This design comes from an exercise in tuning for small area, a short achievable clock period and few clock cycles per item on the open sky130 flow, not from production work.
The RTL was checked by simulation tests, not by an equivalence proof against the original design.
No activity file was given, so power comes from the tool's default toggle rates.

job 4966:
==> flow/design.v (excerpt) <==
module ex_stage_md #(
   parameter int WIDTH   = 32,
   parameter int SHAMT_W = 5,
   parameter int REG_W   = 5,
   parameter int CTRL_W  = 10
) (
   input  logic              clk,
   input  logic              rst_n,
   input  logic              in_valid,
   input  logic [WIDTH-1:0]  a_operand,
   input  logic [WIDTH-1:0]  b_operand,
   input  logic [WIDTH-1:0]  imm_ext,
   input  logic [WIDTH-1:0]  pc_plus4,
   input  logic [WIDTH-1:0]  fwd_mem,
   input  logic [WIDTH-1:0]  fwd_wb,
   input  logic [1:0]        fwd_a_sel,
   input  logic [1:0]        fwd_b_sel,
   input  logic              alu_src,
   input  logic              reg_dest,
   input  logic [REG_W-1:0]  dest_rd,
   input  logic [REG_W-1:0]  dest_rt,
   input  logic [4:0]        alu_sel,
   input  logic [CTRL_W-1:0] ctrl_in,
   input  logic              stall_in,
   output logic [WIDTH-1:0]  alu_out,
   output logic [WIDTH-1:0]  data_to_write,
   output logic [REG_W-1:0]  reg_to_write,
   output logic [WIDTH-1:0]  pc_plus4_o,
   output logic [CTRL_W-1:0] ctrl_out,
   output logic              out_valid,
   output logic              md_busy,
   output logic              md_stall,
   output logic [REG_W-1:0]  dest_hz
);
   localparam int MUL_K = 4;
   localparam int MUL_N = WIDTH / MUL_K;
   localparam logic [4:0] OP_ADD   = 5'd6;
   localparam logic [4:0] OP_SUB   = 5'd7;
   localparam logic [4:0] OP_AND   = 5'd8;
   localparam logic [4:0] OP_OR    = 5'd9;
   localparam logic [4:0] OP_XOR   = 5'd10;
   localparam logic [4:0] OP_NOR   = 5'd11;
   localparam logic [4:0] OP_SLT   = 5'd12;
   localparam logic [4:0] OP_LUI   = 5'd13;
   localparam logic [4:0] OP_LINK  = 5'd14;
   localparam logic [4:0] OP_SLTU  = 5'd15;
   localparam logic [4:0] OP_MULT  = 5'd16;
   localparam logic [4:0] OP_DIV   = 5'd18;
   localparam logic [4:0] OP_DIVU  = 5'd19;
   localparam logic [4:0] OP_MFHI  = 5'd20;
   localparam logic [4:0] OP_MFLO  = 5'd21;
   logic [WIDTH-1:0] src_a, src_b, op_b;
   always_comb begin
      src_a = a_operand;
      if (fwd_a_sel[1])      src_a = fwd_mem;
      else if (fwd_a_sel[0]) src_a = fwd_wb;
      src_b = b_operand;
      if (fwd_b_sel[1])      src_b = fwd_mem;
      else if (fwd_b_sel[0]) src_b = fwd_wb;
      op_b = alu_src ? imm_ext : src_b;
   end
   logic [REG_W-1:0] dest;
   assign dest = (alu_sel == OP_LINK) ? '1 : (reg_dest ? dest_rd : dest_rt);
  ...
clock: 7.0 ns
lec_check: 0
abc_area: 1
cap_margin: 20
core_margin: 2
core_utilization: 40
setup_slack_margin: 3.0
slew_margin: 20
standard.sh (not shown) runs the stock make flow with config.mk's settings and CLKGATE_MAP_FILE= SYNTH_SCRIPT=/design/flow/synth_recipe.tcl, a recipe that flattens the netlist after the stock synthesis.
==> flow/flow/run.sh <==
#!/bin/bash
# The standard layout (standard.sh: the standard flow's synthesis and ORFS flow, unchanged), except that
# the port buffers placed on every input and output are the smallest buffer, buf_1, instead
# of the delay buffer ORFS picks; timing repair still resizes any that need more drive.
set -euo pipefail
export BUFFER_PORTS_ARGS="-buffer_cell sky130_fd_sc_hd__buf_1"
bash standard.sh > standard.log 2>&1
Testbench counts of job 4966, summed over its fixed seeds: cycles 3,876, items 3,200.
#### Input delta (job 3866 over job 4966)
# job 4966
export LEC_CHECK = 0
export ABC_AREA = 1
export CAP_MARGIN = 20
export CORE_MARGIN = 2
export CORE_UTILIZATION = 40
export SETUP_SLACK_MARGIN = 3.0
export SLEW_MARGIN = 20
create_clock -name core_clock -period 7.0 [get_ports {clk}]
# job 3866
export LEC_CHECK = 0
export ABC_CLOCK_PERIOD_IN_PS = 4500
export CAP_MARGIN = 20
export CORE_MARGIN = 2
export CORE_UTILIZATION = 60
export SETUP_SLACK_MARGIN = 2.5
export SLEW_MARGIN = 20
create_clock -name core_clock -period 7.0 [get_ports {clk}]
Findings:
- Of job 3866 and job 4966, only job 3866 fails to finish with a clean layout.
- Going from job 4966 to job 3866, instance count after placement with tap cells included shrinks by 1534.
- Job 4966 → job 3866: cell area reported after detailed placement decreased by about 3% relative to the old numbers, simple-gate area share of the yosys netlist went down.
- A largest family of logic cells by synthesized area of compound AO/OA/AOI/OAI gates is what job 3866 shows, while simple AND/OR/NAND/NOR gates belongs to job 4966.
Inputs modified between job 3866 and job 6709:
# job 3866
export LEC_CHECK = 0
export ABC_CLOCK_PERIOD_IN_PS = 4500
export CAP_MARGIN = 20
export CORE_MARGIN = 2
export CORE_UTILIZATION = 60
export SETUP_SLACK_MARGIN = 2.5
export SLEW_MARGIN = 20
create_clock -name core_clock -period 7.0 [get_ports {clk}]
# job 6709
export LEC_CHECK = 0
export ABC_AREA = 1
export CAP_MARGIN = 20
export CORE_MARGIN = 2
export CORE_UTILIZATION = 40
export SETUP_SLACK_MARGIN = 1.4
export SLEW_MARGIN = 20
create_clock -name core_clock -period 7.0 [get_ports {clk}]
--- outcome ---
Job 6709 finished all stages; the layout is clean.
Buffers inserted during post-CTS setup optimization delta for job 6709 relative to job 3866: 186 lower
Number of rows in the core area, job 6709 and job 3866, higher one = job 6709.
On simple-gate share of the synthesized area, the lower figure sits with job 3866, not job 6709.
Job 3866 → job 6709: multiplexer share of the synthesized area shows a reduction of 8.6 points; mean area per synthesized cell went down 1.8 um^2; area after synthesis went up.
Setup changes, job 6709 to job 4940
# job 6709
export LEC_CHECK = 0
export ABC_AREA = 1
export CAP_MARGIN = 20
export CORE_MARGIN = 2
export CORE_UTILIZATION = 40
export SETUP_SLACK_MARGIN = 1.4
export SLEW_MARGIN = 20
create_clock -name core_clock -period 7.0 [get_ports {clk}]
# job 4940
export LEC_CHECK = 0
export ABC_CLOCK_PERIOD_IN_PS = 4500
export CAP_MARGIN = 20
export CORE_MARGIN = 2
export CORE_UTILIZATION = 40
export SETUP_SLACK_MARGIN = 1.8
export SLEW_MARGIN = 20
create_clock -name core_clock -period 7.0 [get_ports {clk}]
Findings:
Re number of gates given a new drive strength after cts: job 6709 was lower than job 4940.
Comparing the two runs side by side, job 4940 comes out ahead of job 6709 on clock period minus worst slack.
Of job 4940 and job 6709, it is job 4940 that has the lower met3 wire length.
The site row count of job 4940 is lower than that of job 6709.
Comparing job 6709 and job 4940, final critical-path share of the clock period is lower on job 4940.
Job 4940 has combined global-route utilization of all metal layers below what job 6709 had.
Complex-gate fraction of the synthesized area: job 4940 higher than job 6709
A master of the slowest instance on the critical path of sky130_fd_sc_hd__mux2i_1 is what job 4940 shows, while sky130_fd_sc_hd__o21ai_1 belongs to job 6709.
Sequential power, job 6709 and job 4940: smaller value in job 4940
[job 4940 vs job 6709] leakage power: lower in job 4940
| last weighted congestion value of the routability-driven placer | job 6709 vs job 4940 | ≈ equal |
Job 4940 ended up with fewer standard cells than job 6709.

## what the ideal ports hide
Ports are ideal in the flow. The routed layouts listed here were re-timed in OpenROAD. Step 1 sets driving cells, clkbuf_16 on the clock port and buf_2 on the other inputs (assumed; they add their load-dependent delay and slew). Step 2 adds t to the input delays and takes it off the output delays; t is the mean of the earliest and latest rising clock arrival at the registers after step 1. Input paths then give back, and output paths get back, about the clock's delay inside the block. Slacks: ideal / step 1 / step 2; pairs: ideal / step 1.
run | t (ns) | slack for setup (ns) | worst data-port slew with drivers (ns)
job 4966 | 0.675 | 2.471 / 2.447 / 1.772 | 0.16
job 6709 | 0.679 | 1.604 / 1.643 / 0.963 | 0.15
job 4940 | 0.643 | 1.710 / 1.750 / 1.107 | 0.13
After both steps every run listed still meets setup and hold. The setup slack of job 4966, which loses most, moves by -0.024 ns with the drivers and by -0.699 ns with both steps.
